Context: an optimization exercise on an open-source flow, tuned for small area, a short achievable clock period and few clock cycles per item. The choices shown serve that exercise and are no tape-out recipe.
In this exercise RTL edits were held to simulation tests only and were not proved equivalent to the original.
Power and IR drop assume default switching activity.

Setup of v6:
==> flow/design.v <==
package edge_reader_pkg;
    localparam int CORE_NUM = 4;
    localparam int CACHELINE_LEN_WIDTH = 3;
    localparam int CACHELINE_LEN = 1 << CACHELINE_LEN_WIDTH;
    localparam int WAIT_END_DELAY = 20;
    typedef logic [16-1:0] vertex_id_t;
    typedef logic [22-1:0] offset_t;
    typedef logic [22-CACHELINE_LEN_WIDTH-1:0] line_addr_t;
    typedef logic [CACHELINE_LEN-1:0] edge_mask_t;
    typedef logic [$clog2(CORE_NUM)-1:0] lane_idx_t;
    typedef struct packed {
        line_addr_t addr;
        edge_mask_t mask;
        vertex_id_t v_id;
    } edge_req_t;
endpackage
`timescale 1ns/1ps
module edge_reader_top (
    input  logic                           clk,
    input  logic                           rst,
    input  edge_reader_pkg::vertex_id_t                     in_v_id,
    input  edge_reader_pkg::offset_t                        in_loffset,
    input  edge_reader_pkg::offset_t                        in_roffset,
    input  logic                           in_valid,
    output logic                           in_ready,
    input  logic                           front_iteration_end,
    input  logic       [4-1:0]     edge_stall,
    output edge_reader_pkg::line_addr_t [4-1:0]     edge_addr,
    output edge_reader_pkg::edge_mask_t [4-1:0]     edge_mask,
    output edge_reader_pkg::vertex_id_t [4-1:0]     edge_v_id,
    output logic       [4-1:0]     edge_valid,
    output logic                           iteration_end
);
    localparam int NL = 4;
    localparam int OW = 22;
    localparam int SW = 3;
    localparam int LW = OW - SW;
    localparam int VW = 16;
    function automatic logic add_eq(input logic [LW-1:0] a, input logic [LW-1:0] b, input logic [1:0] k);
        logic [LW-1:0] y, c, t;
        y = ~a;
        c = LW'(k - 2'd1);
        t = (b ^ y ^ c) ~^ {((b[LW-2:0] & y[LW-2:0]) | ((b[LW-2:0] | y[LW-2:0]) & ~c[LW-2:0])), 1'b0};
        add_eq = &t;
    endfunction
    function automatic logic [LW-1:0] lm2_of(input logic [LW-1:0] x, input logic nz);
        logic [LW-1:0] r;
        logic bo;
        r[0] = nz ? x[0] : !x[0];
        r[1] = nz ? !x[1] : (x[1] ^ x[0]);
        bo = nz ? !x[1] : !(x[1] && x[0]);
        for (int i = 2; i < LW; i++)
            r[i] = x[i] ^ (bo && !(|(x & ((LW'(1) << i) - LW'(4)))));
        lm2_of = r;
    endfunction
    logic [LW-1:0] i_lo_hi, i_ro_hi;
    logic          i_nz;
    logic          i_single;    
    logic          i_two;       
    assign i_lo_hi = in_loffset[OW-1:SW];
    assign i_ro_hi = in_roffset[OW-1:SW];
    assign i_nz = |in_roffset[SW-1:0];
    assign i_single = i_nz ? (i_ro_hi == i_lo_hi) : add_eq(i_lo_hi, i_ro_hi, 2'd1);
    assign i_two = i_nz ? add_eq(i_lo_hi, i_ro_hi, 2'd1) : add_eq(i_lo_hi, i_ro_hi, 2'd2);
    logic          i_lt;
    always_comb begin
        logic above;
        above = 1'b1;
        i_lt = 1'b0;
        for (int i = OW - 1; i >= 0; i--) begin
            i_lt = i_lt | (above & in_roffset[i] & !in_loffset[i]);
            above = above & (in_roffset[i] == in_loffset[i]);
        end
    end
    typedef struct packed {
        logic [VW-1:0] vid;
        logic [LW-1:0] addr;      
        logic [SW-1:0] lo_lo;
        logic [LW-1:0] ro_hi;
        logic [SW-1:0] hi;        
        logic          nz;        
        logic          empty;
        logic          single;
        logic          two;
    } vtx_t;
    logic  s_valid, b_valid;
    vtx_t  s_q, b_q;
    logic  s_empty;
    logic [SW-1:0] s_hi;          
    logic [7:0]    s_mask;        
    assign s_empty = s_q.empty;
    assign s_hi = s_q.hi;
    logic [LW-1:0] s_lm2;
    assign s_lm2 = lm2_of(s_q.ro_hi, s_q.nz);
    always_comb begin
        for (int b = 0; b < 8; b++)
            s_mask[b] = (SW'(b) >= s_q.lo_lo) && (!s_q.single || (SW'(b) <= s_hi));
    end
    logic [VW-1:0] b_vid;
    logic [LW-1:0] b_addr;
    logic [LW-1:0] b_lm2;
    logic [SW-1:0] b_hi;
    logic          b_single;
    logic          b_two;
    logic [7:0]    b_mask;
    logic          xfer_b_r;      
    logic          xfer_s_r;      
    logic          b_open_r;      
    logic [NL-1:0] load_r;        
    logic [VW-1:0] c_vid;
    logic [LW-1:0] c_addr;
    logic [LW-1:0] c_lm2;
    logic [SW-1:0] c_hi;
    logic          c_single;
    logic          c_two;
    logic [7:0]    c_mask;
    logic          c_empty;
    assign c_vid = xfer_b_r ? b_vid : s_q.vid;
    assign c_addr = xfer_b_r ? b_addr : s_q.addr;
    assign c_lm2 = xfer_b_r ? b_lm2 : s_lm2;
    assign c_hi = xfer_b_r ? b_hi : s_hi;
    assign c_single = xfer_b_r ? b_single : s_q.single;
    assign c_two = xfer_b_r ? b_two : s_q.two;
    assign c_mask = xfer_b_r ? b_mask : s_mask;
    assign c_empty = !xfer_b_r && s_empty;
    logic [NL-1:0]   h_valid;
    logic [NL-1:0]   h_last;
    logic [NL-1:0]   e_valid;
    logic [LW-1:0]   h_addr [NL];
    logic [LW-1:0]   h_lm2 [NL];
    logic [NL-1:0]   h_ne;        
    logic [VW-3:0]   h_vid  [NL];
    logic [SW-1:0]   h_hi   [NL];
    logic [7:0]      h_mask [NL];
    logic [NL-1:0]   h_free;
    logic [NL-1:0]   load;
    logic [NL-1:0]   hv_next, hl_next, ev_next;
    logic [NL-1:0]   hv_pred, hf_pred;
    always_comb begin
        for (int i = 0; i < NL; i++) begin
            h_free[i] = !h_valid[i] || (e_valid[i] && h_last[i]);
            load[i] = load_r[i];
            hv_next[i] = load[i] ? !c_empty : (h_valid[i] && !h_free[i]);
            ev_next[i] = hv_next[i] && !edge_stall[i];
            if (load[i])
                hl_next[i] = c_single;
            else if (e_valid[i])
                hl_next[i] = h_ne[i];
            else
                hl_next[i] = h_last[i];
            hv_pred[i] = load[i] || (h_valid[i] && !h_free[i]);
            hf_pred[i] = !hv_pred[i] || (!edge_stall[i] && hl_next[i]);
        end
    end
    logic take;
    logic s_to_b;
    logic sv_next, bv_next;
    logic [1:0] sl_next, bl_next;
    logic xb_n, xs_n;
    assign take = in_valid && in_ready;
    logic s_open_next;
    assign s_open_next = !sv_next || xs_n || !bv_next || xb_n;
    logic s_en;
    always_ff @(posedge clk) s_en <= s_open_next;
    assign s_to_b = s_valid && !s_empty && !xfer_s_r && b_open_r;
    assign bv_next = (b_valid && !xfer_b_r) || s_to_b;
    assign sv_next = (s_valid && !s_empty && !xfer_s_r && !s_to_b) || take;
    assign bl_next = s_to_b ? s_q.vid[1:0] : b_vid[1:0];
    assign sl_next = take ? in_v_id[1:0] : s_q.vid[1:0];
    assign xb_n = bv_next && hf_pred[bl_next];
    assign xs_n = sv_next && hf_pred[sl_next] && !xb_n && !(bv_next && (bl_next == sl_next));
    always_ff @(posedge clk) begin
        if (rst) begin
            s_valid <= 1'b0;
            b_valid <= 1'b0;
            in_ready <= 1'b0;
            xfer_b_r <= 1'b0;
            xfer_s_r <= 1'b0;
            b_open_r <= 1'b0;
            load_r <= '0;
        end else begin
            s_valid <= sv_next;
            b_valid <= bv_next;
            xfer_b_r <= xb_n;
            xfer_s_r <= xs_n;
            b_open_r <= !bv_next || xb_n;
            in_ready <= s_open_next;
            for (int i = 0; i < NL; i++)
                load_r[i] <= (xb_n && (bl_next == 2'(i))) || (xs_n && (sl_next == 2'(i)));
        end
    end
    always_ff @(posedge clk) begin
        if (s_en)
            s_q <= {in_v_id, i_lo_hi, in_loffset[SW-1:0], i_ro_hi, in_roffset[SW-1:0] - 1'b1, i_nz, !i_lt,
                    i_single, i_two};
    end
    always_ff @(posedge clk) begin
        if (b_open_r) begin
            b_vid <= s_q.vid;
            b_addr <= s_q.addr;
            b_lm2 <= s_lm2;
            b_hi <= s_hi;
            b_single <= s_q.single;
            b_two <= s_q.two;
            b_mask <= s_mask;
        end
    end
    always_ff @(posedge clk) begin
        if (rst) begin
            h_valid <= '0;
            e_valid <= '0;
        end else begin
            h_valid <= hv_next;
            e_valid <= ev_next;
        end
    end
    always_ff @(posedge clk) h_last <= hl_next;
    always_ff @(posedge clk) begin
        for (int i = 0; i < NL; i++) begin
            if (load[i]) begin
                h_addr[i] <= c_addr;
                h_lm2[i] <= c_lm2;
                h_ne[i] <= c_two;
                h_vid[i] <= c_vid[VW-1:2];
                h_hi[i] <= c_hi;
                h_mask[i] <= c_mask;
            end else if (e_valid[i] && !h_last[i]) begin
                h_addr[i] <= h_addr[i] + 1'b1;
                h_ne[i] <= (h_addr[i] == h_lm2[i]);
                for (int b = 0; b < 8; b++)
                    h_mask[i][b] <= !h_ne[i] || (SW'(b) <= h_hi[i]);
            end
        end
    end
    for (genvar i = 0; i < NL; i++) begin : g_out
        assign edge_addr[i] = h_addr[i];
        assign edge_mask[i] = h_mask[i];
        assign edge_v_id[i] = {h_vid[i], 2'(i)};
        assign edge_valid[i] = e_valid[i];
    end
    localparam int CNT_W = $clog2(20 + 1);
    logic [CNT_W-1:0] settle_cnt;
    logic settled;
    logic idle;
    always_ff @(posedge clk)
        if (rst)
            idle <= 1'b0;
        else
            idle <= !sv_next && !bv_next && !(|hv_next);
    assign settled = front_iteration_end && !take && idle;
    always_ff @(posedge clk) begin
        if (rst || !settled) begin
            settle_cnt <= '0;
            iteration_end <= 1'b0;
        end else if (settle_cnt >= CNT_W'(20)) begin
            iteration_end <= 1'b1;
        end else begin
            settle_cnt <= settle_cnt + 1'b1;
            iteration_end <= 1'b0;
        end
    end
endmodule
Settings: LEC_CHECK=0, ABC_AREA=1, CAP_MARGIN=20, CORE_MARGIN=2, CORE_UTILIZATION=65, SETUP_SLACK_MARGIN=3.2, SLEW_MARGIN=20, BUFFER_PORTS_ARGS=-buffer_cell sky130_fd_sc_hd__buf_1; clock period 5.5 ns.
standard.sh (not shown) runs the stock make flow with config.mk's settings and CLKGATE_MAP_FILE= SYNTH_SCRIPT=/design/flow/synth_recipe.tcl, a recipe that flattens the netlist after the stock synthesis.
==> flow/flow/run.sh <==
#!/bin/bash
# The standard layout, with plain buf_1 cells as the port buffers instead of
# the default delay buffers: every input and output port still gets its own
# buffer. Each step's full output goes to standard.log here (and ORFS's own
# per-step logs under orfs/logs).
set -euo pipefail
echo "export BUFFER_PORTS_ARGS = -buffer_cell sky130_fd_sc_hd__buf_1" >> config.mk
bash standard.sh > standard.log 2>&1
v6 completed every stage of the flow, and the final layout passed the timing, DRC and antenna checks.
Testbench counts of v6, summed over its fixed seeds: cycles 21,876, items 38,351.
For v7, these inputs were changed with respect to v6:
diff --git a/flow/design.v b/flow/design.v
--- a/flow/design.v
+++ b/flow/design.v
@@ -75,11 +75,10 @@
     typedef struct packed {
         logic [VW-1:0] vid;
         logic [LW-1:0] addr;      
         logic [SW-1:0] lo_lo;
-        logic [LW-1:0] ro_hi;
+        logic [LW-1:0] lm2;       
         logic [SW-1:0] hi;        
-        logic          nz;        
         logic          empty;
         logic          single;
         logic          two;
     } vtx_t;
@@ -90,9 +89,9 @@
     logic [7:0]    s_mask;        
     assign s_empty = s_q.empty;
     assign s_hi = s_q.hi;
     logic [LW-1:0] s_lm2;
-    assign s_lm2 = lm2_of(s_q.ro_hi, s_q.nz);
+    assign s_lm2 = s_q.lm2;
     always_comb begin
         for (int b = 0; b < 8; b++)
             s_mask[b] = (SW'(b) >= s_q.lo_lo) && (!s_q.single || (SW'(b) <= s_hi));
     end
@@ -190,9 +189,9 @@
         end
     end
     always_ff @(posedge clk) begin
         if (s_en)
-            s_q <= {in_v_id, i_lo_hi, in_loffset[SW-1:0], i_ro_hi, in_roffset[SW-1:0] - 1'b1, i_nz, !i_lt,
+            s_q <= {in_v_id, i_lo_hi, in_loffset[SW-1:0], lm2_of(i_ro_hi, i_nz), in_roffset[SW-1:0] - 1'b1, !i_lt,
                     i_single, i_two};
     end
     always_ff @(posedge clk) begin
         if (b_open_r) begin
Findings:
Compared to v6, v7 has number of antenna violations at the first check in global routing 2 lower.
From v6 to v7 the numbers moved as follows: post-layout worst setup margin shrank by 0.087 ns; core utilization dropped 0.33 points.
Higher share of total power in the clock network was reported by v6, not v7.
v6 was larger in final cell area than v7.
The higher multiplexer area fraction after synthesis of v6 and v7 is in v7.
Of the two values seen for critical path capture point, edge_addr[13] was produced by v6 and edge_addr[38] by v7.
| number of flops mapped to enable cells by yosys | v6 vs v7 | ≈ equal |
First-pass GRT wire length: higher on v6
Taking v6 as the reference point, the largest vdd supply drop of v7 falls by 4.2%.
Worst slack after detailed placement in v7 vs v6: down 0.087 ns
Reported for v6 and v7, maximum number of buffers from clock root to sink turned out identical to the last digit.
In terms of register share of the cell area, v6 and v7 differ only marginally.
Testbench counts of v7, summed over its fixed seeds: cycles 21,876, items 38,351.

-- afterwards: timing with drivers on the ports --
In the flow no input, the clock included, has a driving cell. The finished layouts below were timed again as built, in two steps.
Step 1 (the two cells are an assumption about what drives the block):
set clk [get_ports {clk}]
set_driving_cell -lib_cell sky130_fd_sc_hd__clkbuf_16 $clk
set_driving_cell -lib_cell sky130_fd_sc_hd__buf_2 [delete_from_list [all_inputs] $clk]
Step 2 adds t to the input delays and takes it off the output delays; t is the mean of the earliest and latest rising clock arrival at the registers after step 1. Input paths then give back, and output paths get back, about the clock's delay inside the block.
a / b / c = ideal / step 1 / step 2; a / b = the first two.
run	t, ns	setup slack, ns	hold slack, ns	slew at the worst register clock pin (ns)	worst data-port slew with drivers (ns)
v6	0.586	3.209 / 3.157 / 2.694	0.430 / 0.430 / 0.430	0.07 / 0.07	0.05
v7	0.588	3.122 / 3.069 / 2.619	0.449 / 0.449 / 0.449	0.07 / 0.07	0.05
After both steps every run listed still meets setup and hold. The setup slack of v6, which loses most, moves by -0.052 ns with the drivers and by -0.515 ns with both steps.
